What follows belongs to an exercise in optimizing a design on an open flow for small area, a short achievable clock period and few clock cycles per item; a production flow would make more cautious choices.
RTL that was checked went through simulation tests only; none was proved equivalent to the original.
The RTL of runs 2 to 5 was laid out without a check of its function.
Power and IR drop assume default switching activity.

### design/flow/design.v
package psb_pkg;
    localparam int NUM_SEM    = 8;
    localparam int MAX_TASKS  = 32;
    localparam int CNT_W      = 16;
    localparam int S_TDATA_W  = 48;
    localparam int M_TDATA_W  = 16;
    localparam int CFG_DATA_W = 64;
    localparam logic [1:0] ST_OK      = 2'd0;
    localparam logic [1:0] ST_BLOCKED = 2'd1;
    localparam logic [1:0] ST_REFUSED = 2'd2;
    localparam logic [1:0] ST_TIMEOUT = 2'd3;
endpackage
module psb_prienc (
    input  logic [31:0] vec,
    output logic [31:0] drop,
    output logic [5:0]  prio,
    output logic        two
);
    logic [31:0] s [6];    
    logic [31:0] above;    
    logic [31:0] top;
    logic [15:0] a1, t1;   
    logic [7:0]  a2, t2;
    logic [3:0]  a3, t3;
    logic [1:0]  a4, t4;
    always_comb begin
        s[0] = vec;
        for (int k = 0; k < 5; k++) begin
            for (int i = 0; i < 32; i++) begin
                if (((i >> k) & 1) == 0) s[k+1][i] = s[k][i] | s[k][((i >> k) + 1) << k];
                else                     s[k+1][i] = s[k][i];
            end
        end
        above = {1'b0, s[5][31:1]};
        drop  = vec & above;
        top   = vec & ~above;
        prio  = '0;
        for (int i = 0; i < 32; i++) begin
            prio = prio | ({6{top[i]}} & 6'(i + 1));
        end
        for (int i = 0; i < 16; i++) begin
            a1[i] = vec[2*i] | vec[2*i+1];
            t1[i] = vec[2*i] & vec[2*i+1];
        end
        for (int i = 0; i < 8; i++) begin
            a2[i] = a1[2*i] | a1[2*i+1];
            t2[i] = t1[2*i] | t1[2*i+1] | (a1[2*i] & a1[2*i+1]);
        end
        for (int i = 0; i < 4; i++) begin
            a3[i] = a2[2*i] | a2[2*i+1];
            t3[i] = t2[2*i] | t2[2*i+1] | (a2[2*i] & a2[2*i+1]);
        end
        for (int i = 0; i < 2; i++) begin
            a4[i] = a3[2*i] | a3[2*i+1];
            t4[i] = t3[2*i] | t3[2*i+1] | (a3[2*i] & a3[2*i+1]);
        end
        two = t4[0] | t4[1] | (a4[0] & a4[1]);
    end
endmodule
module psb_core (
    input  logic        aclk,
    input  logic        aresetn,
    input  logic        cfg_mask,     
    input  logic        cfg_counts,   
    input  logic [63:0] cfg_data,
    input  logic [2:0]  rd_sem,       
    input  logic [7:0]  rd_bank,      
    input  logic        ex_fire,
    input  logic [2:0]  sem,          
    input  logic [3:0]  plo,          
    input  logic [7:0]  phi,          
    input  logic        op_wait,      
    input  logic        op_block,     
    input  logic        op_sig,       
    input  logic        op_res,       
    output logic [1:0]  status,
    output logic        rel_valid,
    output logic [5:0]  rel_prio
);
    logic [7:0]  cmask_reg;
    logic [15:0] cnt_reg  [8];
    logic [31:0] mask_reg [8];
    logic [7:0]  any_reg;     
    logic [15:0] c;
    logic [31:0] b;
    logic        z, full, any, cm;
    logic [15:0] rc;
    logic [31:0] rb;
    logic [15:0] pz [5];
    logic [15:0] po [5];
    logic [15:0] lz, lo;
    logic        eq1, eqfe;
    logic [31:0] pbit;
    logic        hit;         
    logic [31:0] drop;
    logic [5:0]  top_prio;
    logic        two;
    logic        dec, inc, blk;
    logic [15:0] cnt_new;
    logic [31:0] mask_new;
    logic        z_new, full_new, any_new;
    logic        keep;
    logic [15:0] cnt_base;
    logic [31:0] mask_wd;
    logic        any_wd;
    logic        rany;
    logic        fwd;
    logic        rcm;
    logic [7:0]  rsel;
    always_ff @(posedge aclk) begin
        if (!aresetn) begin
            cmask_reg <= '0;
        end else if (cfg_mask) begin
            cmask_reg <= cfg_data[7:0];
        end
    end
    always_comb begin
        pz[0] = ~c;
        po[0] = c;
        for (int k = 0; k < 4; k++) begin
            for (int i = 0; i < 16; i++) begin
                if ((i >> k) & 1) begin
                    pz[k+1][i] = pz[k][i] & pz[k][((i >> k) << k) - 1];
                    po[k+1][i] = po[k][i] & po[k][((i >> k) << k) - 1];
                end else begin
                    pz[k+1][i] = pz[k][i];
                    po[k+1][i] = po[k][i];
                end
            end
        end
        lz = {pz[4][14:0], 1'b1};
        lo = {po[4][14:0], 1'b1};
    end
    assign eq1  = c[0] & (c[15:1] == 15'd0);
    assign eqfe = ~c[0] & (c[15:1] == 15'h7FFF);
    always_comb begin
        for (int i = 0; i < 32; i++) pbit[i] = plo[i % 4] & phi[i / 4];
    end
    assign hit = |(b & pbit);
    psb_prienc u_prienc (
        .vec  (b),
        .drop (drop),
        .prio (top_prio),
        .two  (two)
    );
    assign dec     = op_wait & ~z;
    assign inc     = op_sig & ~any & (cm ? ~full : z);
    assign blk     = op_block & z;
    assign cnt_new = c ^ (({16{dec}} & lz) | ({16{inc}} & lo));
    always_comb begin
        mask_new = b;
        if (op_sig)      mask_new = drop;
        else if (op_res) mask_new = b & ~pbit;
        else if (blk)    mask_new = b | pbit;
    end
    assign z_new    = dec ? eq1 : (z & ~inc);
    assign full_new = inc ? eqfe : (full & ~dec);
    assign any_new  = op_sig ? two :
                      op_res ? (two | (any & ~hit)) :
                      (any | blk);
    always_comb begin
        status = psb_pkg::ST_REFUSED;
        if (op_wait) begin
            if (!z)            status = psb_pkg::ST_OK;
            else if (op_block) status = psb_pkg::ST_BLOCKED;
        end else if (op_sig) begin
            if (any | inc)     status = psb_pkg::ST_OK;
        end else if (op_res) begin
            status = hit ? psb_pkg::ST_TIMEOUT : psb_pkg::ST_OK;
        end
    end
    assign rel_valid = op_sig & any;
    assign rel_prio  = op_sig ? top_prio : 6'd0;
    assign keep     = aresetn & ~cfg_counts;
    assign cnt_base = cnt_new & {16{keep}};
    assign mask_wd  = mask_new & {32{keep}};
    assign any_wd   = any_new & keep;
    for (genvar s = 0; s < 8; s++) begin : g_sem
        logic        we;
        logic [7:0]  bt;
        logic [15:0] cw;
        assign bt = cfg_data[8*s +: 8];
        assign we = ~aresetn | cfg_counts | (ex_fire & (sem == 3'(s)));
        assign cw[15:8] = cnt_base[15:8];
        assign cw[7:0]  = cfg_counts ?
                          {bt[7:1] & {7{cmask_reg[s]}}, cmask_reg[s] ? bt[0] : (bt != 8'd0)} :
                          cnt_base[7:0];
        always_ff @(posedge aclk) begin
            if (we) begin
                cnt_reg[s]  <= cw;
                mask_reg[s] <= mask_wd;
                any_reg[s]  <= any_wd;
            end
        end
    end
    assign fwd  = ex_fire & (rd_sem == sem);
    assign rsel = rd_bank;
    always_comb begin
        rc  = '0;
        rb  = '0;
        rcm = 1'b0;
        rany = 1'b0;
        for (int s = 0; s < 8; s++) begin
            rany = rany | (any_reg[s] & rsel[s]);
            rc  = rc  | (cnt_reg[s]  & {16{rsel[s]}});
            rb  = rb  | (mask_reg[s] & {32{rsel[s]}});
            rcm = rcm | (cmask_reg[s] & rsel[s]);
        end
    end
    always_ff @(posedge aclk) begin
        if (fwd) begin
            c    <= cnt_new;
            b    <= mask_new;
            z    <= z_new;
            full <= full_new;
            any  <= any_new;
        end else begin
            c    <= rc;
            b    <= rb;
            z    <= (rc == 16'd0);
            full <= (rc == 16'hFFFF);
            any  <= rany;
        end
        cm <= rcm;
    end
endmodule
module priority_semaphore_bank_top (
    input  logic         aclk,
    input  logic         aresetn,
    input  logic         s_tvalid,
    output logic         s_tready,
    input  logic [47:0]  s_tdata,
    output logic         m_tvalid,
    input  logic         m_tready,
    output logic [15:0]  m_tdata,
    input  logic         cfg_valid,
    output logic         cfg_ready,
    input  logic [0:0]   cfg_index,
    input  logic [63:0]  cfg_data
);
    typedef struct packed {
        logic [2:0] sem;
        logic [4:0] pidx;
        logic       op_wait;
        logic       op_block;
        logic       op_sig;
        logic       op_res;
    } req_t;
    logic       r_vld, x_vld, o0_vld, o1_vld;
    req_t       r_req, x_req, s_req;
    logic [8:0] o0, o1, rsp;
    logic       s_fire, x_fire, r_move, o_pop;
    logic       r_vld_n, x_vld_n, o0_vld_n, o1_vld_n, r_move_n;
    logic [7:0] bank_n, bank_sel;
    logic [3:0] x_plo;            
    logic [7:0] x_phi;
    logic [1:0] mode;
    logic [5:0] prio;
    logic       prio_ok, tmo_nz;
    logic [1:0] status;
    logic       rel_valid;
    logic [5:0] rel_prio;
    assign mode    = s_tdata[1:0];
    assign prio    = s_tdata[10:5];
    assign tmo_nz  = |s_tdata[42:11];
    assign prio_ok = (prio != 6'd0) && (prio <= 6'd32);
    assign s_req.sem      = s_tdata[4:2];
    assign s_req.pidx     = prio[4:0] - 5'd1;
    assign s_req.op_wait  = (mode == 2'd0);
    assign s_req.op_block = (mode == 2'd0) && tmo_nz && prio_ok;
    assign s_req.op_sig   = (mode == 2'd1);
    assign s_req.op_res   = (mode == 2'd2) && prio_ok;
    assign cfg_ready = 1'b1;
    assign x_fire   = x_vld && !o1_vld;
    assign r_move   = r_vld && (!x_vld || x_fire);
    assign s_tready = !r_vld || !x_vld || x_fire;
    assign s_fire   = s_tvalid && s_tready;
    assign o_pop    = o0_vld && m_tready;
    always_comb begin
        if (!aresetn) begin
            r_vld_n  = 1'b0;
            x_vld_n  = 1'b0;
            o0_vld_n = 1'b0;
            o1_vld_n = 1'b0;
        end else begin
            r_vld_n = s_fire || (r_vld && !r_move);
            x_vld_n = r_move || (x_vld && !x_fire);
            if (!o0_vld || o_pop) begin
                o0_vld_n = o1_vld || x_fire;
                o1_vld_n = 1'b0;
            end else begin
                o0_vld_n = o0_vld;
                o1_vld_n = o1_vld || x_fire;
            end
        end
        r_move_n = r_vld_n && (!x_vld_n || !o1_vld_n);
        bank_n   = 8'd1 << (r_move_n ? (s_fire ? s_req.sem : r_req.sem) :
                                       (r_move ? r_req.sem : x_req.sem));
    end
    always_ff @(posedge aclk) begin
        r_vld    <= r_vld_n;
        x_vld    <= x_vld_n;
        o0_vld   <= o0_vld_n;
        o1_vld   <= o1_vld_n;
        bank_sel <= bank_n;
    end
    assign rsp = {rel_prio, rel_valid, status};
    always_ff @(posedge aclk) begin
        if (s_fire) r_req <= s_req;
        if (r_move) begin
            x_req <= r_req;
            x_plo <= 4'd1 << r_req.pidx[1:0];
            x_phi <= 8'd1 << r_req.pidx[4:2];
        end
        if (!o0_vld || o_pop) begin
            o0 <= o1_vld ? o1 : rsp;
        end else if (!o1_vld) begin
            o1 <= rsp;
        end
    end
    psb_core u_core (
        .aclk       (aclk),
        .aresetn    (aresetn),
        .cfg_mask   (cfg_valid && (cfg_index == 1'b0)),
        .cfg_counts (cfg_valid && (cfg_index == 1'b1)),
        .cfg_data   (cfg_data),
        .rd_sem     (r_req.sem),
        .rd_bank    (bank_sel),
        .ex_fire    (x_fire),
        .sem        (x_req.sem),
        .plo        (x_plo),
        .phi        (x_phi),
        .op_wait    (x_req.op_wait),
        .op_block   (x_req.op_block),
        .op_sig     (x_req.op_sig),
        .op_res     (x_req.op_res),
        .status     (status),
        .rel_valid  (rel_valid),
        .rel_prio   (rel_prio)
    );
    assign m_tvalid = o0_vld;
    assign m_tdata  = {7'd0, o0};
endmodule
### design/flow/flow/run.sh
#!/bin/bash
# Own layout flow: the standard ORFS flow (standard.sh: the unchanged
# synthesis script and registers, the design's clock and constraints), with
# one setting added on the make command line: the port buffers that
# buffer_ports inserts on every input and output are sky130_fd_sc_hd__buf_1.
# make's output goes to standard.log in the work folder; ORFS writes each
# step's tool log under orfs/logs/.
set -euo pipefail
cd "$(dirname "$0")/.."
bash standard.sh "BUFFER_PORTS_ARGS=-buffer_cell sky130_fd_sc_hd__buf_1" finish > standard.log 2>&1
### design/flow/standard.sh
#!/bin/bash
# synth_recipe.tcl (not shown) runs the flow's synth.tcl, then flattens the netlist and writes it again
# the make line also repeats each setting of config.mk as NAME=value (left out here)
make -C /OpenROAD-flow-scripts/flow DESIGN_CONFIG=/design/flow/config.mk WORK_HOME=/design/flow/orfs CLKGATE_MAP_FILE= SYNTH_SCRIPT=/design/flow/synth_recipe.tcl "${@:-finish}"
### design/flow/config.mk
export PLATFORM = sky130hd
export DESIGN_NAME = priority_semaphore_bank_top
export DESIGN_NICKNAME = priority_semaphore_bank_top
export VERILOG_FILES = /design/flow/design.v
export SDC_FILE = /design/flow/constraint.sdc
export NUM_CORES = 4
export LEC_CHECK = 0
export CAP_MARGIN = 20
export CORE_MARGIN = 2
export CORE_UTILIZATION = 40
export CTS_BUF_LIST = sky130_fd_sc_hd__clkbuf_8
export CTS_CLUSTER_DIAMETER = 80
export CTS_CLUSTER_SIZE = 16
export SETUP_SLACK_MARGIN = 2.5
export SLEW_MARGIN = 20
### design/flow/constraint.sdc
create_clock -name core_clock -period 5.0 [get_ports {aclk}]
set_input_delay 1.0000 -clock core_clock [delete_from_list [all_inputs] [get_ports {aclk}]]
set_output_delay 1.0000 -clock core_clock [all_outputs]
set_load 0.01 [all_outputs]
==> results of run 1 <==
-- cell families after synthesis --
logic type / Yosys count / synth area share
AOI/OAI and AO/OA: 505 / 0.165
buffers and inverters: 148 / 0.0310
and+or+nand+nor: 435 / 0.106
DFF: 513 / 0.681
xor gates and xnor gates: 23 / 0.00934
other: 2 / 0.000348
adders and majority gates: 2 / 0.00104
muxes: 15 / 0.00725
-- how the worst max path moves through the flow --
stage | start | endpoint | slack (ns) | cells after the start
2_1_floorplan | cfg_index[0] | u_core.mask_reg[0][20] | 2.52 | 6
3_3_place_gp | cfg_index[0] | u_core.mask_reg[4][14] | 1.59 | 6
3_5_place_dp | cfg_index[0] | u_core.mask_reg[4][18] | 1.52 | 6
4_1_cts | o1_vld | s_tready | 2.38 | 4
5_1_grt | u_core.z | u_core.cnt_reg[5][8] | 2.38 | 6
6_report | u_core.b[27] | u_core.mask_reg[3][16] | 2.52 | 6
-- timing repair --
item | CTS | global route
cloned | 3 | 1
setup endpoints to repair | 395 | 420
pin swaps | 7 | 10
gates resized for setup | 27 | 43
setup buffers | 7 | 23
-- routing by layer --
metal  share of wire  track usage
met1            0.41        0.289
met2            0.49        0.373
met3           0.071       0.0401
met4           0.028       0.0635
met5               0            0
-- cell usage after synthesis (4+ instances only) --
library cell / count
edfxtp_1: 441
a22oi_1: 218
nor2_1: 135
a21oi_1: 101
clkbuf_1: 89
nand2_1: 73
dfxtp_1: 72
nand4_1: 60
a21o_1: 49
o21ai_0: 33
nor4_1: 30
nor2b_1: 26
nor3_1: 25
and3_1: 19
xor2_1: 19
a31oi_1: 17
inv_1: 16
and2_1: 15
buf_1: 13
buf_4: 12
mux2i_1: 10
buf_2: 9
nand2b_1: 9
nand3_1: 9
o31ai_1: 9
a221o_1: 7
o22ai_1: 7
nor3b_1: 6
a41oi_1: 5
buf_6: 5
mux2_2: 5
o211ai_1: 5
a32oi_1: 4
nor4_4: 4
or3_1: 4
xnor2_1: 4
-- cell type report --
| type | instances | area [um2] | area share |
|---|---|---|---|
| Sequential cell | 513 | 14700 | 0.613 |
| Multi-Input combinational cell | 990 | 6540 | 0.273 |
| Timing Repair Buffer | 185 | 1130 | 0.0471 |
| Tap cell | 696 | 871 | 0.0363 |
| Clock buffer | 39 | 537 | 0.0224 |
| Clock inverter | 31 | 145 | 0.00605 |
| Inverter | 17 | 63.8 | 0.00266 |
-- power by group through the flow --
| stage | clock network (mW) | registers, mW | logic (mW) |
|---|---|---|---|
| after floorplan | 0 | 5.69 | 1.33 |
| after global placement | 0 | 6.04 | 1.62 |
| after detailed placement | 0 | 6.06 | 1.63 |
| after CTS | 2.17 | 5.97 | 1.68 |
| after global routing | 2.32 | 6.05 | 1.94 |
| final | 2.12 | 5.99 | 1.76 |
-- cell usage in the layout (no fill, tap or decap), types with 23 or more instances in the layout --
cell	synthesis	layout
edfxtp_1	441	441
a22oi_1	218	218
buf_1	13	121
nor2_1	135	119
a21oi_1	101	98
nand2_1	73	68
nand4_1	60	60
dfxtp_1	72	58
a21o_1	49	49
buf_4	12	43
inv_1	16	42
clkbuf_8	1	39
nor4_1	30	28
o21ai_0	33	26
nor2b_1	26	24
nor3_1	25	23
-- per-stage QoR --
step	setup slack [ns]	util	hold WS, ns	power (mW)	cells
after floorplan	2.52	-	0.400	7.02	1649
after global placement	1.59	0.424	0.407	7.65	2365
after detailed placement	1.52	0.425	0.407	7.69	2367
after CTS	2.38	0.441	0.430	9.82	2447
after global routing	2.38	0.448	0.455	10.3	2471
final	2.52	0.448	0.429	9.87	2471
==> flow_summary.toml, run 1 <==
[job]
drv_cap = 0

[critical_path]
critPathKind = "register to register"
arrival_ns = 2.80
cp-start-kind = "register"
critPathBufInv = 1
cpPeakStageDelay_ns = 0.48
end_kind = "register"
cp_max_fo = 9
reg2reg_to = "u_core.mask_reg[3][16]"
rr_worst_depth = 6
critPathTopFamily = "simple AND/OR/NAND/NOR gates"
r2r_slack_ns = 2.52
cp.required_ns = 5.32
crit_path_top_delay_cell = "or3_1"
r2r-start = "u_core.b[27]"
path_cells = "nor4_4, buf_4, nand3_2, or3_1, o31ai_1, nor2_1"

[floorplanning]
pin_count = 137
die_h_um = 236
fp-row-count = 85
die_x_um = 236
coreArea_mm2 = 0.0536
die_area_mm2 = 0.0558
start_util = 0.403

[logic_synthesis]
synth_edf_count = 441
synth_area_per_cell_um2 = 13.1
synthArstFlopShare = 0
synth_ff_type = "edfxtp_1"
synth_area_leaders = "edfxtp_1 61%, a22oi_1 7.6%, dfxtp_1 6.7%, nor2_1 2.3%, a21oi_1 2.3%"
netlist.area_leader.share = 0.614
yosysWarnings = 8
syn_inst = 1643
synthDistinctLibCells = 85
ys_seq_elements = 513
synth_area_mm2 = 0.0216
yosysSeqAreaShare = 0.681
synth_top_area_cell = "edfxtp_1"

[layout]
fin_area_mm2 = 0.0240
diodes = 0
nets = 1865
nFillCells = 5020
syn2layout_area_growth_pct = 11.3
largest_reg_flops = 256
drive_gt1_frac = 0.113

[place]
dpl.hpwl_mm = 37.6
portBuffers = 123
placed_area_mm2 = 0.0228
place_congestion = 0.966

[timing]
finalCritPeriodShare = 0.496
rsz0062_at_grt = "true"
fmax_mhz = 403
hold_viol = 0
tns_ns = 0
fin_worst_skew_ns = 0.0555
slew_headroom = 0.330
min_period_ns = 2.48
drv_slew = 0
setup-violations-final = 0
tightest_slew_ns = 1.00

[clock_tree]
cts_root_buf = "clkbuf_8"
clk_pin_slew_ns = 0.10
cts_hold_buf = 0
cts_sinks = 513
htree_num_levels = 2
clk_latency_ns = 0.65
cts_buffers = 39
cts_tree = "yes"
cts_buffer_depth = 3

[grt]
grt.total_usage = 0.220
grt_pass1_wl_mm = 93.6
antenna_found_initial = 0
grt_start_max_net_pins = 97
grt_pass1_vias = 15100
gr-total-overflow = 0

[drt]
initialDrtViolationCount = 1631
routed-via-count = 15000
first_pass_iters = 6
wl_mm = 62.5
post_drt_via_cell_ratio = 6.06
wl_per_cell_um = 25.3
drc = 0
ant_nets = 0

[pwr]
power_frac_clock = 0.215
switchingPower_mw = 3.06
netSwitchingFraction = 0.310
power_density_mw_per_mm2 = 411
pwr-share-comb = 0.179
p_seq_frac = 0.606
ir_drop_mv = 0.183
p_int_mw = 6.81
leakage_nw = 8.51

[hold_path]
whs_endpoint = "x_req[3]"
hold_path_class = "register to register"
hold_depth = 0
min_from = "r_req[3]"

[run_status]
outcome = "no timing/DRC/antenna violations"
Testbench counts, summed over its fixed seeds: cycles 19,296, items 19,200.
==> inputs of run 2 (changes only) <==
--- a/design/flow/design.v
+++ b/design/flow/design.v
@@ -252,5 +252,5 @@
     logic       s_fire, x_fire, r_move, o_pop;
     logic       r_vld_n, x_vld_n, o0_vld_n, o1_vld_n, r_move_n;
-    logic [7:0] bank_n, bank_sel;
+    logic [2:0] bank_n, bank_sem;
     logic [3:0] x_plo;            
     logic [7:0] x_phi;
@@ -295,6 +295,6 @@
         end
         r_move_n = r_vld_n && (!x_vld_n || !o1_vld_n);
-        bank_n   = 8'd1 << (r_move_n ? (s_fire ? s_req.sem : r_req.sem) :
-                                       (r_move ? r_req.sem : x_req.sem));
+        bank_n   = r_move_n ? (s_fire ? s_req.sem : r_req.sem) :
+                              (r_move ? r_req.sem : x_req.sem);
     end
     always_ff @(posedge aclk) begin
@@ -303,5 +303,5 @@
         o0_vld   <= o0_vld_n;
         o1_vld   <= o1_vld_n;
-        bank_sel <= bank_n;
+        bank_sem <= bank_n;
     end
     assign rsp = {rel_prio, rel_valid, status};
@@ -326,5 +326,5 @@
         .cfg_data   (cfg_data),
         .rd_sem     (r_req.sem),
-        .rd_bank    (bank_sel),
+        .rd_bank    (8'd1 << bank_sem),
         .ex_fire    (x_fire),
         .sem        (x_req.sem),
==> design/flow/flow/run.sh (replaced) <==
#!/bin/bash
# Own layout flow: the standard ORFS flow (standard.sh: the unchanged
# synthesis script and registers, the design's clock and constraints), with
# one setting added on the make command line: the port buffers that
# buffer_ports inserts on every input and output are sky130_fd_sc_hd__buf_2.
# make's output goes to standard.log in the work folder; ORFS writes each
# step's tool log under orfs/logs/.
set -euo pipefail
cd "$(dirname "$0")/.."
bash standard.sh "BUFFER_PORTS_ARGS=-buffer_cell sky130_fd_sc_hd__buf_2" finish > standard.log 2>&1
==> run 2 against run 1 <==
Against the previous run: via count grew 3.9%; still clean; cell count grew 1.2%; synthesized area grew 1.2%; sequential cell count shrank 5; final area grew 3.0%; highest routed layer unchanged; sequential power shrank 5.2%; largest cell class unchanged; power shrank 3.4%.
==> flow_summary.toml, run 2 <==
[run_status]
outcome = "no timing/DRC/antenna violations"

[pwr]
leakage_nw = 9.27
ir_drop_mv = 0.216
p_int_mw = 6.68
power_density_mw_per_mm2 = 386
pwr-share-comb = 0.177
p_seq_frac = 0.595
netSwitchingFraction = 0.300
power_frac_clock = 0.227
switchingPower_mw = 2.86

[logic_synthesis]
synthDistinctLibCells = 85
synth_top_area_cell = "edfxtp_1"
syn_inst = 1654
synth_ff_type = "edfxtp_1"
yosysSeqAreaShare = 0.668
ys_seq_elements = 508
yosysWarnings = 8
netlist.area_leader.share = 0.607
ys_top_cells_by_count = "441 x edfxtp_1, 132 x nor2_1, 111 x a22oi_1"
synth_area_mm2 = 0.0218
synth_edf_count = 441
synth_area_leaders = "edfxtp_1 61%, dfxtp_1 6.1%, a22oi_1 3.8%, nor2_1 2.3%, a21oi_1 2.1%"
post-synth-top-count-cell = "edfxtp_1"
synthArstFlopShare = 0
synth_area_per_cell_um2 = 13.2

[critical_path]
path_cells = "or4b_4, or3b_4, nor3_1, a41oi_1, xor2_1, nor2_2, buf_4"
crit_path_top_delay_cell = "or4b_4"
cp-start-kind = "register"
end_kind = "register"
critPathBufInv = 1
cpPeakStageDelay_ns = 0.53
critPathTopFamily = "simple AND/OR/NAND/NOR gates"
cp.required_ns = 5.41
critPathKind = "register to register"
cp_max_fo = 8
arrival_ns = 2.93

[clock_tree]
cts_sinks = 508
cts_hold_buf = 0
cts_buffers = 39
cts_tree = "yes"
cts_root_buf = "clkbuf_8"
cts_buffer_depth = 3
clk_latency_ns = 0.65
clk_pin_slew_ns = 0.10
htree_num_levels = 2

[timing]
rsz0062_at_grt = "true"
fmax_mhz = 397
slew_headroom = 0.358
tightest_slew_ns = 0.963
whs_ns = 0.437
tns_ns = 0
finalCritPeriodShare = 0.504
fin_worst_skew_ns = 0.0666
hold_viol = 0
drv_slew = 0
setup-violations-final = 0
min_period_ns = 2.52

[drt]
routed.top_layer = "met4"
dr_wl_met2_mm = 30.8
first_pass_iters = 6
ant_nets = 0
initialDrtViolationCount = 1745
wl_mm = 68.0
wl_per_cell_um = 27.2
wl_met1_mm = 29.9
wl_met3_mm = 5.71
post_drt_via_cell_ratio = 6.22
routed-via-count = 15500
drc = 0

[grt]
grt.total_usage = 0.235
grt_pass1_vias = 15200
gr-total-overflow = 0
grt_pass1_wl_mm = 98.7
grt_start_max_net_pins = 50
antenna_found_initial = 3

[layout]
regArea_mm2 = 0.0146
largest_reg_flops = 256
syn2layout_area_growth_pct = 13.2
nFillCells = 4791
multiInputGateArea_mm2 = 0.00709
fin_area_mm2 = 0.0247
nets = 1893
final_common_cell = "edfxtp_1"
final_cell_mix = "441 x edfxtp_1, 122 x buf_2, 115 x nor2_1"
drive_gt1_frac = 0.211

[hold_path]
hold_path_class = "register to register"

[floorplanning]
pin_count = 137
die_area_mm2 = 0.0565
start_util = 0.405
die_x_um = 238
die_h_um = 238
fp-row-count = 85
coreArea_mm2 = 0.0539

[place]
place_congestion = 0.934
portBuffers = 123
dpl.hpwl_mm = 40.7
placed_area_mm2 = 0.0231

[job]
drv_cap = 0
run 2: cell type report:
| class | count | share of cell area |
|---|---|---|
| Sequential cell | 508 | 0.591 |
| Multi-Input combinational cell | 1009 | 0.287 |
| Timing Repair Buffer | 201 | 0.0548 |
| Tap cell | 696 | 0.0352 |
| Clock buffer | 41 | 0.0228 |
| Clock inverter | 30 | 0.00602 |
| Inverter | 15 | 0.00268 |
| Antenna cell | 1 | 0.000101 |
run 2: kinds of logic (layout without fill, tap and decap cells):
group | after synthesis | after routing | share of synthesized area
simple gates | 447 | 449 | 0.110
fa+ha+maj | 4 | 4 | 0.00195
mux | 41 | 41 | 0.0222
flops | 508 | 508 | 0.668
compound gates | 483 | 484 | 0.159
xor+xnor | 23 | 23 | 0.00923
buf+inv | 146 | 287 | 0.0291
other cells | 2 | 9 | 0.000344
run 2: stage by stage:
| step | setup slack (ns) | power [mW] | instances | utilization |
|---|---|---|---|---|
| 3_5_place_dp | 1.59 | 7.25 | 2375 | 0.429 |
| 6_report | 2.48 | 9.54 | 2501 | 0.458 |
| 5_1_grt | 2.36 | 9.92 | 2501 | 0.458 |
| 3_3_place_gp | 1.64 | 7.22 | 2375 | 0.429 |
| 4_1_cts | 2.25 | 9.47 | 2479 | 0.451 |
| 2_1_floorplan | 2.43 | 6.61 | 1660 | - |
run 2: power by group through the flow:
stage          registers [mW]  logic, mW  clock network, mW
2_1_floorplan            5.50       1.11                  0
4_1_cts                  5.66       1.59               2.22
6_report                 5.68       1.69               2.17
5_1_grt                  5.73       1.82               2.37
3_5_place_dp             5.75       1.50                  0
3_3_place_gp             5.73       1.49                  0
run 2: worst register-to-register path, stage by stage (launching register included):
cell and delay [ns]:
edfxtp_1 0.51, or4b_4 0.53, or3b_4 0.45, nor3_1 0.22, a41oi_1 0.09, xor2_1 0.26, nor2_2 0.06, buf_4 0.17
run 2: routing by layer:
| metal | up-vias | global-route usage |
|---|---|---|
| met5 | - | 0 |
| met4 | 0 | 0.0600 |
| met3 | 100 | 0.0367 |
| met2 | 811 | 0.369 |
| met1 | 7874 | 0.340 |
| li1 | 6763 | - |
run 2: repair_timing:
action	in CTS	in global routing
gates resized for setup	58	66
pin swaps	16	12
gates cloned	3	2
setup endpoints to repair	561	353
hold endpoints to repair	0	0
buffers inserted	30	19
run 2: path summary, 6_finish.rpt:
| kind | start | to | slack (ns) | cells after the start |
|---|---|---|---|---|
| setup reg to reg | x_req[3] | u_core.cnt_reg[7][15] | 2.48 | 7 |
| hold / removal | r_req[3] | x_req[3] | 0.44 | 0 |
| setup / recovery | x_req[3] | u_core.cnt_reg[7][15] | 2.48 | 7 |
| hold reg to reg | r_req[3] | x_req[3] | 0.44 | 0 |
==> inputs of run 3 (changes only) <==
--- a/design/flow/design.v
+++ b/design/flow/design.v
@@ -101,4 +101,5 @@
     logic        z_new, full_new, any_new;
     logic        keep;
+    logic        sd, si, sk, ms_sig, ms_res, ms_oth;
     logic [15:0] cnt_base;
     logic [31:0] mask_wd;
@@ -147,11 +148,15 @@
     assign inc     = op_sig & ~any & (cm ? ~full : z);
     assign blk     = op_block & z;
-    assign cnt_new = c ^ (({16{dec}} & lz) | ({16{inc}} & lo));
-    always_comb begin
-        mask_new = b;
-        if (op_sig)      mask_new = drop;
-        else if (op_res) mask_new = b & ~pbit;
-        else if (blk)    mask_new = b | pbit;
-    end
+    assign keep = aresetn & ~cfg_counts;
+    assign sd   = keep & dec;
+    assign si   = keep & inc;
+    assign sk   = keep & ~dec & ~inc;
+    assign cnt_new = ({16{sd}} & (c ^ lz)) | ({16{si}} & (c ^ lo)) | ({16{sk}} & c);
+    assign ms_sig = keep & op_sig;
+    assign ms_res = keep & op_res;
+    assign ms_oth = keep & ~op_sig & ~op_res;
+    assign mask_new = ({32{ms_sig}} & drop) |
+                      ({32{ms_res}} & b & ~pbit) |
+                      ({32{ms_oth}} & (b | ({32{blk}} & pbit)));
     assign z_new    = dec ? eq1 : (z & ~inc);
     assign full_new = inc ? eqfe : (full & ~dec);
@@ -172,7 +177,6 @@
     assign rel_valid = op_sig & any;
     assign rel_prio  = op_sig ? top_prio : 6'd0;
-    assign keep     = aresetn & ~cfg_counts;
-    assign cnt_base = cnt_new & {16{keep}};
-    assign mask_wd  = mask_new & {32{keep}};
+    assign cnt_base = cnt_new;
+    assign mask_wd  = mask_new;
     assign any_wd   = any_new & keep;
     for (genvar s = 0; s < 8; s++) begin : g_sem
@@ -252,5 +256,6 @@
     logic       s_fire, x_fire, r_move, o_pop;
     logic       r_vld_n, x_vld_n, o0_vld_n, o1_vld_n, r_move_n;
-    logic [2:0] bank_n, bank_sem;
+    logic [7:0] bank_n, bank_sel;
+    logic       take;
     logic [3:0] x_plo;            
     logic [7:0] x_phi;
@@ -274,6 +279,6 @@
     assign x_fire   = x_vld && !o1_vld;
     assign r_move   = r_vld && (!x_vld || x_fire);
-    assign s_tready = !r_vld || !x_vld || x_fire;
-    assign s_fire   = s_tvalid && s_tready;
+    assign s_tready = take;
+    assign s_fire   = s_tvalid && take;
     assign o_pop    = o0_vld && m_tready;
     always_comb begin
@@ -295,6 +300,6 @@
         end
         r_move_n = r_vld_n && (!x_vld_n || !o1_vld_n);
-        bank_n   = r_move_n ? (s_fire ? s_req.sem : r_req.sem) :
-                              (r_move ? r_req.sem : x_req.sem);
+        bank_n   = 8'd1 << (r_move_n ? (s_fire ? s_req.sem : r_req.sem) :
+                                       (r_move ? r_req.sem : x_req.sem));
     end
     always_ff @(posedge aclk) begin
@@ -303,5 +308,6 @@
         o0_vld   <= o0_vld_n;
         o1_vld   <= o1_vld_n;
-        bank_sem <= bank_n;
+        bank_sel <= bank_n;
+        take     <= !r_vld_n || !x_vld_n || !o1_vld_n;
     end
     assign rsp = {rel_prio, rel_valid, status};
@@ -326,5 +332,5 @@
         .cfg_data   (cfg_data),
         .rd_sem     (r_req.sem),
-        .rd_bank    (8'd1 << bank_sem),
+        .rd_bank    (bank_sel),
         .ex_fire    (x_fire),
         .sem        (x_req.sem),
==> run 3 against run 2 <==
Against the previous run: still clean on timing, DRC and antenna; fmax rose by 1.3%; critical path depth fell by 1; clock skew fell by 0.042 ns; power rose by 0.27%; wire length fell by 4.4%; final area rose by 1.4%; clock power fell by 2%; sequential share of layout area fell by 0.33 points; largest cell class unchanged.
==> flow_summary.toml, run 3 <==
[timing]
finalCritPeriodShare = 0.498
fmax_mhz = 402
fin_worst_skew_ns = 0.0243
hold_viol = 0
whs_ns = 0.443
slew_headroom = 0.338
rsz0062_at_grt = "true"
tns_ns = 0
tightest_slew_ns = 0.992
min_period_ns = 2.49
setup_slack_ns = 2.51
setup-violations-final = 0
drv_slew = 0

[grt]
antenna_found_initial = 0
grt.total_usage = 0.224
global_route.usage.met1 = 0.315
grt_pass1_wl_mm = 96.4
gr-total-overflow = 0
grt_use_met3 = 0.0394
grt_pass1_vias = 15600
grt_start_max_net_pins = 57
use_met2 = 0.356
grt.busiest_layer = "met2"

[logic_synthesis]
netlist.area_leader.share = 0.604
post-synth-top-count-cell = "edfxtp_1"
synth_ff_type = "edfxtp_1"
synth_area_leaders = "edfxtp_1 60%, a22oi_1 7.3%, dfxtp_1 6.7%, mux2_2 2.3%, a21o_1 2.0%"
synthDistinctLibCells = 81
synth_top_area_cell = "edfxtp_1"
ys_top_cells_by_count = "441 x edfxtp_1, 213 x a22oi_1, 91 x clkbuf_1"
yosysSeqAreaShare = 0.670
syn_inst = 1645
yosysWarnings = 8
synth_area_per_cell_um2 = 13.3
ys_seq_elements = 514
synthArstFlopShare = 0
synth_area_mm2 = 0.0219
synth_edf_count = 441

[drt]
first_pass_iters = 8
wl_per_cell_um = 26.1
ant_nets = 0
drc = 0
routed-via-count = 15600
wl_mm = 65.0
post_drt_via_cell_ratio = 6.27
initialDrtViolationCount = 1764

[clock_tree]
cts_sinks = 514
cts_buffer_depth = 3
clk_pin_slew_ns = 0.11
cts_root_buf = "clkbuf_8"
clk_latency_ns = 0.65
cts_buffers = 38
cts_hold_buf = 0
cts_tree = "yes"
htree_num_levels = 2

[layout]
final_cell_mix = "441 x edfxtp_1, 212 x a22oi_1, 123 x buf_2"
largest_reg_flops = 256
syn2layout_area_growth_pct = 14.2
final_core_util = 0.464
nets = 1897
multiInputGateArea_mm2 = 0.00738
nFillCells = 4817
drive_gt1_frac = 0.238
regArea_mm2 = 0.0147
diodes = 0
final_common_cell = "edfxtp_1"

[hold_path]
hold_depth = 0
hold_path_class = "register to register"
min_from = "r_req[0]"
whs_endpoint = "x_req[0]"

[floorplanning]
die_x_um = 238
coreArea_mm2 = 0.0540
pin_count = 137
die_area_mm2 = 0.0567
fp-row-count = 85
die_h_um = 238
start_util = 0.406

[place]
dpl.hpwl_mm = 38.9
dp_slack_ns = 1.49
portBuffers = 123
place_congestion = 0.975

[critical_path]
reg2reg_to = "u_core.c[13]"
r2r-start = "u_core.any"
cp-start-kind = "register"
arrival_ns = 3.03
rr_worst_depth = 6
critPathLaunch = "u_core.any"
cp.required_ns = 5.54
r2r_slack_ns = 2.51
critPathKind = "register to register"
cp_max_fo = 16
end_kind = "register"

[run_status]
outcome = "no timing/DRC/antenna violations"

[pwr]
total_power_mw = 9.56
power_density_mw_per_mm2 = 382
leakage_nw = 9.16
ir_drop_mv = 0.253

[job]
drv_cap = 0
[run 3: repair_timing]
item                                    in CTS  in global routing
gates cloned                                 0                  2
endpoints found under the setup margin     600                350
setup buffers                               27                 27
pin swaps                                   18                 14
resized for setup                           74                 53
[run 3: worst max-delay path, stage by stage (launching register included)]
cell and delay, ns:
dfxtp_1 0.38, nand2b_1 0.27, a211o_4 0.41, or4_4 0.55, a211o_1 0.30, nor2b_2 0.20, mux2_2 0.26
[run 3: power breakdown]
group	switching (mW)	leakage [nW]	total, mW	internal (mW)
Clock	1.36	0.415	2.13	0.776
Sequential	0.488	5.29	5.80	5.31
Combinational	0.996	3.46	1.64	0.642
Total	2.84	9.16	9.56	6.73
[run 3: final cells by class]
cell class	instances	share of cell area
Clock buffer	38	0.0209
Inverter	26	0.00389
Tap cell	696	0.0347
Timing Repair Buffer	205	0.0518
Sequential cell	514	0.588
Multi-Input combinational cell	985	0.295
Clock inverter	27	0.00589
[run 3: worst max-delay path by stage]
stage,to,slack [ns]
after detailed placement,u_core.b[13],1.49
after global routing,u_core.any_reg[4],2.43
after CTS,u_core.mask_reg[5][5],2.40
after floorplan,u_core.any_reg[4],2.24
final,u_core.c[13],2.51
after global placement,u_core.b[8],1.55
[run 3: cells by family (layout without fill, tap and decap cells)]
group | after synthesis | in the layout | share of synthesized area
compound gates | 521 | 523 | 0.168
xor+xnor | 8 | 8 | 0.00319
flops | 514 | 514 | 0.670
buf+inv | 154 | 296 | 0.0289
fa+ha+maj | 10 | 10 | 0.00559
mux | 55 | 55 | 0.0279
simple gates | 381 | 381 | 0.0960
other cells | 2 | 8 | 0.000342
[run 3: per-stage QoR]
step	instance area, um2	std cells
5_1_grt	25100	2491
6_report	25100	2491
4_1_cts	24600	2462
3_5_place_dp	23400	2370
2_1_floorplan	22200	1651
3_3_place_gp	23400	2370
[run 3: metal layers]
layer  up-vias  wire length (um)
met2       766             30200
li1       6818                 -
met4         0              1690
met1      7899             28000
met5         -                 0
met3       125              5040
==> inputs of run 4 (changes only) <==
--- a/design/flow/config.mk
+++ b/design/flow/config.mk
@@ -12,4 +12,4 @@
 export CTS_CLUSTER_DIAMETER = 80
 export CTS_CLUSTER_SIZE = 16
-export SETUP_SLACK_MARGIN = 2.5
+export SETUP_SLACK_MARGIN = 2.8
 export SLEW_MARGIN = 20
==> run 4 against run 3 <==
Against the previous run: still clean; power is 7.3% higher; clock skew rose by 0.0065 ns; clock-buffer cell count is 4 higher; clock power is 2% higher; critical path depth rose by 5; worst hold slack got worse by 0.018 ns.
==> flow_summary.toml, run 4 <==
[place]
dpl.hpwl_mm = 40.6
place_congestion = 0.967
portBuffers = 123

[layout]
nFillCells = 4565
final_common_cell = "edfxtp_1"
largest_reg_flops = 256
final_cell_mix = "441 x edfxtp_1, 212 x a22oi_1, 146 x buf_4"
syn2layout_area_growth_pct = 26.9
final_core_util = 0.515
drive_gt1_frac = 0.346
diodes = 0
nets = 2054

[critical_path]
cp.required_ns = 5.54
cpPeakStageDelay_ns = 0.40
crit_path_top_delay_cell = "or3b_4"
critPathKind = "register to register"
critPathBufInv = 4
end_kind = "register"
cp_max_fo = 4
arrival_ns = 3.03
critPathTopFamily = "simple AND/OR/NAND/NOR gates"
rr_worst_depth = 11
cp-start-kind = "register"
path_common_cell = "buf_4"
path_depth = 11
path_cells = "inv_2, ha_4, or3b_4, buf_4, buf_6, nor3_4, a31oi_1, a21oi_2, nor3b_4, buf_4, mux2_2"

[clock_tree]
htree_num_levels = 2
cts_root_buf = "clkbuf_8"
clk_pin_slew_ns = 0.10
cts_sinks = 514
cts_tree = "yes"
cts_buffer_depth = 3
clk_latency_ns = 0.65
cts_buffers = 39

[logic_synthesis]
synthArstFlopShare = 0
syn_inst = 1645
yosysSeqAreaShare = 0.670
ys_seq_elements = 514
synth_edf_count = 441
synth_ff_type = "edfxtp_1"
ys_top_cells_by_count = "441 x edfxtp_1, 213 x a22oi_1, 91 x clkbuf_1"
synth_area_per_cell_um2 = 13.3
yosysWarnings = 8
synth_area_mm2 = 0.0219
synth_area_leaders = "edfxtp_1 60%, a22oi_1 7.3%, dfxtp_1 6.7%, mux2_2 2.3%, a21o_1 2.0%"
netlist.area_leader.share = 0.604
synth_top_area_cell = "edfxtp_1"
synthDistinctLibCells = 81
post-synth-top-count-cell = "edfxtp_1"

[timing]
fin_worst_skew_ns = 0.0307
drv_slew = 0
hold_viol = 0
slew_headroom = 0.409
min_period_ns = 2.49
fmax_mhz = 402
finalCritPeriodShare = 0.498
setup-violations-final = 0
rsz0062_at_grt = "true"
tns_ns = 0
tightest_slew_ns = 0.885

[job]
drv_cap = 0

[floorplanning]
die_x_um = 238
coreArea_mm2 = 0.0540
die_h_um = 238
die_area_mm2 = 0.0567
start_util = 0.406
pin_count = 137
fp-row-count = 85

[run_status]
outcome = "no timing/DRC/antenna violations"

[pwr]
ir_drop_mv = 0.210
leakage_nw = 10.4
power_density_mw_per_mm2 = 369

[drt]
dr_wl_met2_mm = 33.9
wl_mm = 73.1
routed-via-count = 16700
drc = 0
post_drt_via_cell_ratio = 6.30
ant_nets = 0
wl_met1_mm = 29.9
wl_met3_mm = 6.56
initialDrtViolationCount = 2160
first_pass_iters = 6
wl_per_cell_um = 27.6
routed.top_layer = "met4"

[grt]
grt_pass1_vias = 16200
gr-total-overflow = 0
grt.total_usage = 0.246
antenna_found_initial = 0
grt_pass1_wl_mm = 104
grt_start_max_net_pins = 57

[hold_path]
hold_path_class = "register to register"
hold_depth = 0
run 4: worst paths after layout:
kind	slack (ns)	end	start
worst min register to register	0.42	x_req[3]	r_req[3]
worst max-delay path	2.51	u_core.c[14]	u_core.c[1]
worst min-delay path	0.42	x_req[3]	r_req[3]
worst max register to register	2.51	u_core.c[14]	u_core.c[1]
run 4: stage by stage:
step	hold WS, ns	setup WS, ns	area (um2)	power, mW	instances
after floorplan	0.400	2.24	22800	6.80	1651
final	0.425	2.51	27800	10.3	2651
after CTS	0.428	2.59	26700	9.96	2577
after global placement	0.408	1.38	23900	7.36	2372
after detailed placement	0.405	1.36	23900	7.40	2372
after global routing	0.425	2.51	27800	10.6	2651
run 4: what timing repair did:
action,CTS,global route
gates cloned,10,9
setup buffers,126,65
hold buffers,0,0
pin swaps,69,72
endpoints found under the setup margin,728,524
resized for setup,183,125
run 4: kinds of logic after synthesis:
group,share of synthesized area
AND/OR/NAND/NOR,0.0960
buffers and inverters,0.0289
other,0.000342
adder cells (fa/ha/maj),0.00559
AO/OA/AOI/OAI,0.168
multiplexers,0.0279
flip-flops,0.670
XOR/XNOR,0.00319
run 4: layout make-up:
cell class,instances,area (um2),share of cell area
flip-flops and latches,514,14800,0.532
clock buffers,42,578,0.0208
well taps,696,871,0.0313
clock inverters,27,124,0.00445
inverters,26,104,0.00373
multi-input cells,997,8410,0.302
repair buffers,349,2950,0.106
run 4: report_power, final:
group          total (mW)  leakage [nW]  switching [mW]  internal [mW]
combinational        2.29          4.66            1.28           1.01
sequential           5.80          5.30           0.488           5.32
clock                2.17         0.445            1.38          0.791
total                10.3          10.4            3.15           7.12
run 4: per-layer routing:
layer  vias up  GRT usage
met3       180     0.0497
met2       873      0.389
met4         0     0.0966
met5         -          0
li1       7174          -
met1      8481      0.334
==> inputs of run 5 (changes only) <==
--- a/design/flow/design.v
+++ b/design/flow/design.v
@@ -101,5 +101,4 @@
     logic        z_new, full_new, any_new;
     logic        keep;
-    logic        sd, si, sk, ms_sig, ms_res, ms_oth;
     logic [15:0] cnt_base;
     logic [31:0] mask_wd;
@@ -148,15 +147,11 @@
     assign inc     = op_sig & ~any & (cm ? ~full : z);
     assign blk     = op_block & z;
-    assign keep = aresetn & ~cfg_counts;
-    assign sd   = keep & dec;
-    assign si   = keep & inc;
-    assign sk   = keep & ~dec & ~inc;
-    assign cnt_new = ({16{sd}} & (c ^ lz)) | ({16{si}} & (c ^ lo)) | ({16{sk}} & c);
-    assign ms_sig = keep & op_sig;
-    assign ms_res = keep & op_res;
-    assign ms_oth = keep & ~op_sig & ~op_res;
-    assign mask_new = ({32{ms_sig}} & drop) |
-                      ({32{ms_res}} & b & ~pbit) |
-                      ({32{ms_oth}} & (b | ({32{blk}} & pbit)));
+    assign cnt_new = c ^ (({16{dec}} & lz) | ({16{inc}} & lo));
+    always_comb begin
+        mask_new = b;
+        if (op_sig)      mask_new = drop;
+        else if (op_res) mask_new = b & ~pbit;
+        else if (blk)    mask_new = b | pbit;
+    end
     assign z_new    = dec ? eq1 : (z & ~inc);
     assign full_new = inc ? eqfe : (full & ~dec);
@@ -177,6 +172,7 @@
     assign rel_valid = op_sig & any;
     assign rel_prio  = op_sig ? top_prio : 6'd0;
-    assign cnt_base = cnt_new;
-    assign mask_wd  = mask_new;
+    assign keep     = aresetn & ~cfg_counts;
+    assign cnt_base = cnt_new & {16{keep}};
+    assign mask_wd  = mask_new & {32{keep}};
     assign any_wd   = any_new & keep;
     for (genvar s = 0; s < 8; s++) begin : g_sem
==> design/flow/flow/run.sh (replaced) <==
#!/bin/bash
# Own layout flow: the standard ORFS flow (standard.sh: the unchanged
# synthesis script and registers, the design's clock and constraints), with
# two settings added on the make command line:
#  - the slow OR3 / OR4 cells are marked don't-use, on top of the platform's
#    own list, so synthesis and repair build wide ORs from faster gates;
#  - the port buffers that buffer_ports inserts on every input and output are
#    sky130_fd_sc_hd__buf_2.
# make's output goes to standard.log in the work folder; ORFS writes each
# step's tool log under orfs/logs/.
set -euo pipefail
cd "$(dirname "$0")/.."

PLATFORM_DONT_USE="$(sed -n '/^export DONT_USE_CELLS += /,/^#/p' "$FLOW_HOME/platforms/sky130hd/config.mk" \
  | sed -e 's/export DONT_USE_CELLS += //' -e 's/\\//g' -e 's/^#.*//' | tr -s ' \n' ' ')"

EXTRA=""
for c in or3_1 or3_2 or3_4 or3b_1 or3b_2 or3b_4 \
         or4_1 or4_2 or4_4 or4b_1 or4b_2 or4b_4 or4bb_1 or4bb_2 or4bb_4; do
  EXTRA="$EXTRA sky130_fd_sc_hd__$c"
done

echo "DONT_USE_CELLS=$PLATFORM_DONT_USE $EXTRA" > dont_use.txt
bash standard.sh "DONT_USE_CELLS=$PLATFORM_DONT_USE $EXTRA" \
  "BUFFER_PORTS_ARGS=-buffer_cell sky130_fd_sc_hd__buf_2" finish > standard.log 2>&1
--- a/design/flow/config.mk
+++ b/design/flow/config.mk
@@ -12,4 +12,4 @@
 export CTS_CLUSTER_DIAMETER = 80
 export CTS_CLUSTER_SIZE = 16
-export SETUP_SLACK_MARGIN = 2.8
+export SETUP_SLACK_MARGIN = 2.7
 export SLEW_MARGIN = 20
==> run 5 against run 4 <==
Against the previous run: still clean on timing, DRC and antenna; via count is 9.9% lower; synthesized cell count is 1.2% lower; setup slack better by 0.15 ns; sequential power is 2% higher; non-clock buffer count is 141 lower; clock skew is 0.00097 ns higher; wire length is 12% lower; clock-buffer cell count is 4 lower; global-route usage is 2.4 points lower.
==> flow_summary.toml, run 5 <==
[timing]
slew_headroom = 0.369
tns_ns = 0
fmax_mhz = 427
min_period_ns = 2.34
fin_worst_skew_ns = 0.0317
drv_slew = 0
tightest_slew_ns = 0.947
rsz0062_at_grt = "true"
finalCritPeriodShare = 0.468
hold_viol = 0
setup-violations-final = 0

[pwr]
leakage_nw = 9.11
pwr-share-comb = 0.178
p_seq_frac = 0.605
ir_drop_mv = 0.249
switchingPower_mw = 2.92
power_frac_clock = 0.217
power_density_mw_per_mm2 = 397
p_int_mw = 6.81
netSwitchingFraction = 0.300

[grt]
grt.total_usage = 0.222
grt_pass1_vias = 15100
grt_pass1_wl_mm = 93.3
antenna_found_initial = 1
gr-total-overflow = 0
grt_start_max_net_pins = 61

[logic_synthesis]
netlist.area_leader.share = 0.616
synthDistinctLibCells = 77
synth_top_area_cell = "edfxtp_1"
ys_seq_elements = 514
synth_edf_count = 441
post-synth-top-count-cell = "edfxtp_1"
synth_area_per_cell_um2 = 13.2
syn_inst = 1625
yosysSeqAreaShare = 0.684
synth_ff_type = "edfxtp_1"
synthArstFlopShare = 0
yosysWarnings = 8
synth_area_leaders = "edfxtp_1 62%, a22oi_1 7.5%, dfxtp_1 6.8%, nor2_1 2.6%, a21oi_1 2.0%"
synth_area_mm2 = 0.0215
ys_top_cells_by_count = "441 x edfxtp_1, 216 x a22oi_1, 147 x nor2_1"

[floorplanning]
die_h_um = 236
die_area_mm2 = 0.0556
die_x_um = 236
pin_count = 137
coreArea_mm2 = 0.0529
start_util = 0.406
fp-row-count = 84

[place]
place_congestion = 0.964
dpl.hpwl_mm = 38.0
placed_area_mm2 = 0.0229
portBuffers = 123

[clock_tree]
clk_pin_slew_ns = 0.10
cts_tree = "yes"
cts_buffers = 38
htree_num_levels = 2
cts_buffer_depth = 3
cts_root_buf = "clkbuf_8"
clk_latency_ns = 0.63
cts_sinks = 514

[critical_path]
end_kind = "register"
cp_max_fo = 8
reg2reg_to = "u_core.any_reg[7]"
cp.required_ns = 5.38
rr_worst_depth = 9
critPathKind = "register to register"
arrival_ns = 2.72
r2r_slack_ns = 2.66
cp-start-kind = "register"
r2r-start = "u_core.b[28]"

[layout]
nets = 1883
largest_reg_flops = 256
diodes = 0
drive_gt1_frac = 0.211
fin_area_mm2 = 0.0245
syn2layout_area_growth_pct = 14.0
nFillCells = 4790
multiInputGateArea_mm2 = 0.00673
regArea_mm2 = 0.0148
final_common_cell = "edfxtp_1"
final_cell_mix = "441 x edfxtp_1, 216 x a22oi_1, 127 x nor2_1"

[job]
drv_cap = 0

[drt]
first_pass_iters = 6
initialDrtViolationCount = 1529
wl_per_cell_um = 25.9
wl_mm = 64.2
post_drt_via_cell_ratio = 6.08
ant_nets = 0
drc = 0
routed-via-count = 15100

[run_status]
outcome = "no timing/DRC/antenna violations"

[hold_path]
hold_depth = 0
hold_path_class = "register to register"
whs_endpoint = "x_req[3]"
min_from = "r_req[3]"
## run 5: cell types whose count changed after synthesis, sizes merged, moves of 7 or more
| cell | before | now |
|---|---|---|
| a211oi | 17 | 9 |
| a21o | 59 | 49 |
| a221o | 0 | 10 |
| and2 | 6 | 21 |
| and3 | 13 | 23 |
| clkbuf | 92 | 81 |
| ha | 9 | 1 |
| mux2 | 46 | 12 |
| nand3 | 22 | 13 |
| nor2 | 66 | 150 |
| nor3 | 45 | 30 |
| o21ai | 43 | 35 |
| or4 | 7 | 0 |
| xor2 | 7 | 17 |
## run 5: power by group through the flow
| stage | registers [mW] | clock network, mW | logic, mW |
|---|---|---|---|
| 2_1_floorplan | 5.64 | 0 | 1.14 |
| 3_3_place_gp | 5.94 | 0 | 1.47 |
| 3_5_place_dp | 5.95 | 0 | 1.49 |
| 4_1_cts | 5.87 | 2.16 | 1.62 |
| 5_1_grt | 5.94 | 2.31 | 1.87 |
| 6_report | 5.89 | 2.11 | 1.73 |
## run 5: cell families (layout without fill, tap and decap cells)
| group | count (synthesis) | after routing | synth area share |
|---|---|---|---|
| adders and majority gates | 2 | 2 | 0.00105 |
| muxes | 21 | 21 | 0.0105 |
| other | 2 | 8 | 0.000350 |
| xor gates and xnor gates | 23 | 23 | 0.00938 |
| buffers and inverters | 136 | 294 | 0.0263 |
| and+or+nand+nor | 444 | 444 | 0.109 |
| DFF | 514 | 514 | 0.684 |
| AOI/OAI and AO/OA | 483 | 484 | 0.159 |
## run 5: worst max-delay path by stage
stage,from,endpoint,slack (ns),cells after the start
after CTS,u_core.b[16],o0[6],2.62,6
after floorplan,o1_vld,u_core.any_reg[0],2.49,4
after global placement,aresetn,u_core.cnt_reg[4][4],1.50,5
after detailed placement,aresetn,u_core.cnt_reg[4][4],1.43,5
after global routing,u_core.b[20],u_core.any_reg[5],2.60,8
final,u_core.b[28],u_core.any_reg[7],2.66,9
## run 5: what timing repair did
action                     4_1_cts  5_1_grt
gates resized for setup         60       63
buffers inserted                42       19
hold buffers                     0        0
gates cloned                     1        1
setup endpoints to repair      810      468
pin swaps                       14       16
## run 5: per-layer routing
layer | track usage | part of all wire
met5 | 0 | 0.00011
met1 | 0.297 | 0.42
met3 | 0.0371 | 0.069
met2 | 0.367 | 0.48
met4 | 0.0759 | 0.032
## run 5: area by class of cell
cell class                      count  share of cell area
Multi-Input combinational cell    982               0.275
Inverter                           20             0.00306
Clock inverter                     28             0.00582
Tap cell                          688              0.0351
Timing Repair Buffer              208              0.0570
Sequential cell                   514               0.603
Clock buffer                       38              0.0214
## run 5: metrics by stage
stage	hold WS [ns]	util	setup WS, ns	instances	power, mW
floorplan	0.400	-	2.49	1631	6.78
global placement	0.408	0.433	1.50	2349	7.41
detailed placement	0.411	0.433	1.43	2349	7.44
CTS	0.436	0.456	2.62	2458	9.65
global route	0.440	0.463	2.60	2478	10.1
finish	0.434	0.463	2.66	2478	9.73
## run 5: worst max-delay path, cell delays in order, from the launching register on
cell and delay (ns):
dfxtp_4 0.40, nor4_4 0.31, buf_6 0.16, nand4_4 0.18
buf_4 0.19, a21oi_1 0.12, o21ai_1 0.19, o31ai_2 0.31
a21oi_2 0.08, buf_4 0.17
==> inputs of run 6 (changes only) <==
--- a/design/flow/design.v
+++ b/design/flow/design.v
@@ -253,5 +253,4 @@
     logic       r_vld_n, x_vld_n, o0_vld_n, o1_vld_n, r_move_n;
     logic [7:0] bank_n, bank_sel;
-    logic       take;
     logic [3:0] x_plo;            
     logic [7:0] x_phi;
@@ -275,6 +274,6 @@
     assign x_fire   = x_vld && !o1_vld;
     assign r_move   = r_vld && (!x_vld || x_fire);
-    assign s_tready = take;
-    assign s_fire   = s_tvalid && take;
+    assign s_tready = !r_vld || !x_vld || x_fire;
+    assign s_fire   = s_tvalid && s_tready;
     assign o_pop    = o0_vld && m_tready;
     always_comb begin
@@ -305,5 +304,4 @@
         o1_vld   <= o1_vld_n;
         bank_sel <= bank_n;
-        take     <= !r_vld_n || !x_vld_n || !o1_vld_n;
     end
     assign rsp = {rel_prio, rel_valid, status};
==> run 6 against run 5 <==
Against the previous run: final area down 0.56%; cell count grew 0.61%; clock-buffer cell count grew 1; combinational power grew 9.8%; wire length is 1.4% lower; global-route usage down 0.076 points; fmax fell by 1.7%; setup slack worse by 0.040 ns; sequential cell count fell by 1; sequential share of layout area up 0.23 points; clock skew increased by 0.0044 ns; worst hold slack worse by 0.0035 ns; critical endpoint is now s_tready.
==> flow_summary.toml, run 6 <==
[layout]
drive_gt1_frac = 0.209
largest_reg_flops = 256
diodes = 0
final_cell_mix = "441 x edfxtp_1, 220 x a22oi_1, 123 x buf_2"
nets = 1887
syn2layout_area_growth_pct = 13.2
final_common_cell = "edfxtp_1"
nFillCells = 4821

[grt]
grt_start_max_net_pins = 57
antenna_found_initial = 1
gr-total-overflow = 0
grt.total_usage = 0.221
grt_pass1_wl_mm = 93.9
grt_pass1_vias = 14900

[drt]
post_drt_via_cell_ratio = 6.00
first_pass_iters = 5
wl_per_cell_um = 25.4
routed-via-count = 15000
ant_nets = 0
wl_mm = 63.2
drc = 0
initialDrtViolationCount = 1297

[floorplanning]
die_h_um = 236
start_util = 0.402
fp-row-count = 85
die_area_mm2 = 0.0557
die_x_um = 236
pin_count = 137
coreArea_mm2 = 0.0535

[place]
portBuffers = 123
place_congestion = 0.997
dpl.hpwl_mm = 39.2

[hold_path]
hold_depth = 0
whs_endpoint = "x_req[1]"
hold_path_class = "register to register"
min_from = "r_req[1]"

[timing]
rsz0062_at_grt = "true"
min_period_ns = 2.38
tns_ns = 0
fin_worst_skew_ns = 0.0361
setup-violations-final = 0
slew_headroom = 0.407
tightest_slew_ns = 0.887
hold_viol = 0
fmax_mhz = 420
drv_slew = 0
finalCritPeriodShare = 0.476

[logic_synthesis]
synthDistinctLibCells = 77
post-synth-top-count-cell = "edfxtp_1"
ys_top_cells_by_count = "441 x edfxtp_1, 220 x a22oi_1, 130 x nor2_1"
synth_area_leaders = "edfxtp_1 62%, a22oi_1 7.7%, dfxtp_1 6.7%, a21oi_1 2.6%, nor2_1 2.3%"
yosysWarnings = 8
synth_edf_count = 441
synth_top_area_cell = "edfxtp_1"
netlist.area_leader.share = 0.615
yosysSeqAreaShare = 0.682
synth_area_per_cell_um2 = 13.1
synthArstFlopShare = 0
ys_seq_elements = 513
syn_inst = 1648
synth_area_mm2 = 0.0215
synth_ff_type = "edfxtp_1"

[pwr]
ir_drop_mv = 0.227
total_power_mw = 9.99
power_density_mw_per_mm2 = 410
leakage_nw = 8.96

[critical_path]
arrival_ns = 1.38
cp_max_fo = 7
end_kind = "output port"
critPathKind = "register to output port"
crit_path_top_delay_cell = "dfxtp_4"
critPathBufInv = 2
r2r_slack_ns = 2.66
cp-start-kind = "register"
cp.required_ns = 4.00
cpPeakStageDelay_ns = 0.40
r2r-start = "x_phi[3]"
path_cells = "and3_4, inv_1, buf_2"
rr_worst_depth = 6
critPathTopFamily = "flip-flops"
reg2reg_to = "o1[1]"

[clock_tree]
clk_latency_ns = 0.64
cts_buffer_depth = 3
cts_hold_buf = 0
cts_tree = "yes"
clk_pin_slew_ns = 0.10
cts_buffers = 39
cts_sinks = 513
htree_num_levels = 2
cts_root_buf = "clkbuf_8"

[run_status]
outcome = "no timing/DRC/antenna violations"

[job]
drv_cap = 0
[run 6: cell types whose count changed in the layout (fill, tap and decap cells not counted), sizes merged, moves of 9 or more]
cell / previous run / this run
nor2b: 11 / 21
a21oi: 87 / 111
buf: 207 / 198
nor2: 150 / 132
nand2: 65 / 74
[run 6: what timing repair did]
action / in CTS / in global routing
pin swaps: 16 / 18
setup endpoints to repair: 812 / 382
gates resized for setup: 64 / 65
setup buffers: 31 / 19
[run 6: how the worst max path moves through the flow]
stage	start	to	slack (ns)	depth (start not counted)
4_1_cts	o1_vld	s_tready	2.21	3
2_1_floorplan	o1_vld	u_core.any_reg[0]	2.53	4
5_1_grt	o1_vld	s_tready	2.56	3
3_5_place_dp	o1_vld	u_core.mask_reg[0][2]	1.79	4
6_report	o1_vld	s_tready	2.62	3
3_3_place_gp	o1_vld	u_core.mask_reg[0][2]	1.84	4
[run 6: kinds of logic (layout without fill, tap and decap cells)]
family / after synthesis / count (layout) / synth area share
buffers and inverters: 149 / 292 / 0.0296
other: 2 / 8 / 0.000349
xor gates and xnor gates: 23 / 23 / 0.00936
and+or+nand+nor: 428 / 428 / 0.104
AOI/OAI and AO/OA: 514 / 514 / 0.165
adders and majority gates: 2 / 2 / 0.00110
DFF: 513 / 513 / 0.682
muxes: 17 / 17 / 0.00837
[run 6: stage by stage]
| stage | instance area, um2 | setup WS [ns] | util | std cells | hold slack [ns] |
|---|---|---|---|---|---|
| floorplan | 21700 | 2.53 | - | 1654 | 0.400 |
| global placement | 22800 | 1.84 | 0.427 | 2372 | 0.403 |
| detailed placement | 22800 | 1.79 | 0.427 | 2373 | 0.408 |
| CTS | 24000 | 2.21 | 0.448 | 2474 | 0.430 |
| global route | 24400 | 2.56 | 0.455 | 2493 | 0.448 |
| finish | 24400 | 2.62 | 0.455 | 2493 | 0.430 |
[run 6: power by group]
group          switching [mW]  total, mW  internal (mW)
combinational            1.18       1.90          0.723
clock                    1.37       2.12          0.756
sequential              0.562       5.97           5.41
total                    3.11       9.99           6.89
[run 6: final cells by class]
| type | count | area (um2) | share of cell area |
|---|---|---|---|
| Inverter | 23 | 90.1 | 0.00370 |
| Clock inverter | 31 | 153 | 0.00627 |
| Tap cell | 696 | 871 | 0.0358 |
| Multi-Input combinational cell | 992 | 6700 | 0.275 |
| Clock buffer | 39 | 537 | 0.0220 |
| Sequential cell | 513 | 14700 | 0.605 |
| Timing Repair Buffer | 199 | 1270 | 0.0521 |
[run 6: metal layers]
layer / GRT usage / wire length, um / vias up
li1: - / - / 6706
met1: 0.298 / 26700 / 7550
met2: 0.374 / 30600 / 594
met3: 0.0254 / 3980 / 115
met4: 0.0724 / 1970 / 2
met5: 0 / 12 / -
Testbench counts of run 6, summed over its fixed seeds: cycles 19,296, items 19,200.

## afterwards: timing with drivers on the ports
How much do the figures lean on ideal ports? The routed layouts below were timed once more, with nothing changed but the port constraints.
Step 1 assumes that a clkbuf_16 drives the clock port and a buf_2 every other input.
Step 2 moves the port delays by t, midway between the first and last clock arrival at a register: inputs arrive t later, outputs are due t later. That takes back most of the time a late clock gives input paths.
a / b / c = no drivers / after step 1 / after step 2; a / b = the first two.
run	shift t [ns]	slack for setup (ns)	pins driven straight from the clock port
run 1	0.675	2.519 / 2.491 / 1.916	1
run 2	0.673	2.480 / 2.458 / 1.873	1
run 3	0.693	2.512 / 2.512 / 1.862	1
run 4	0.691	2.512 / 2.512 / 1.951	1
run 5	0.668	2.659 / 2.659 / 2.104	1
run 6	0.675	2.619 / 2.566 / 2.157	1
After both steps every run listed still meets setup and hold. For run 3, which loses most, drivers alone change the setup slack by 0.000 ns; drivers and shift together by -0.650 ns.
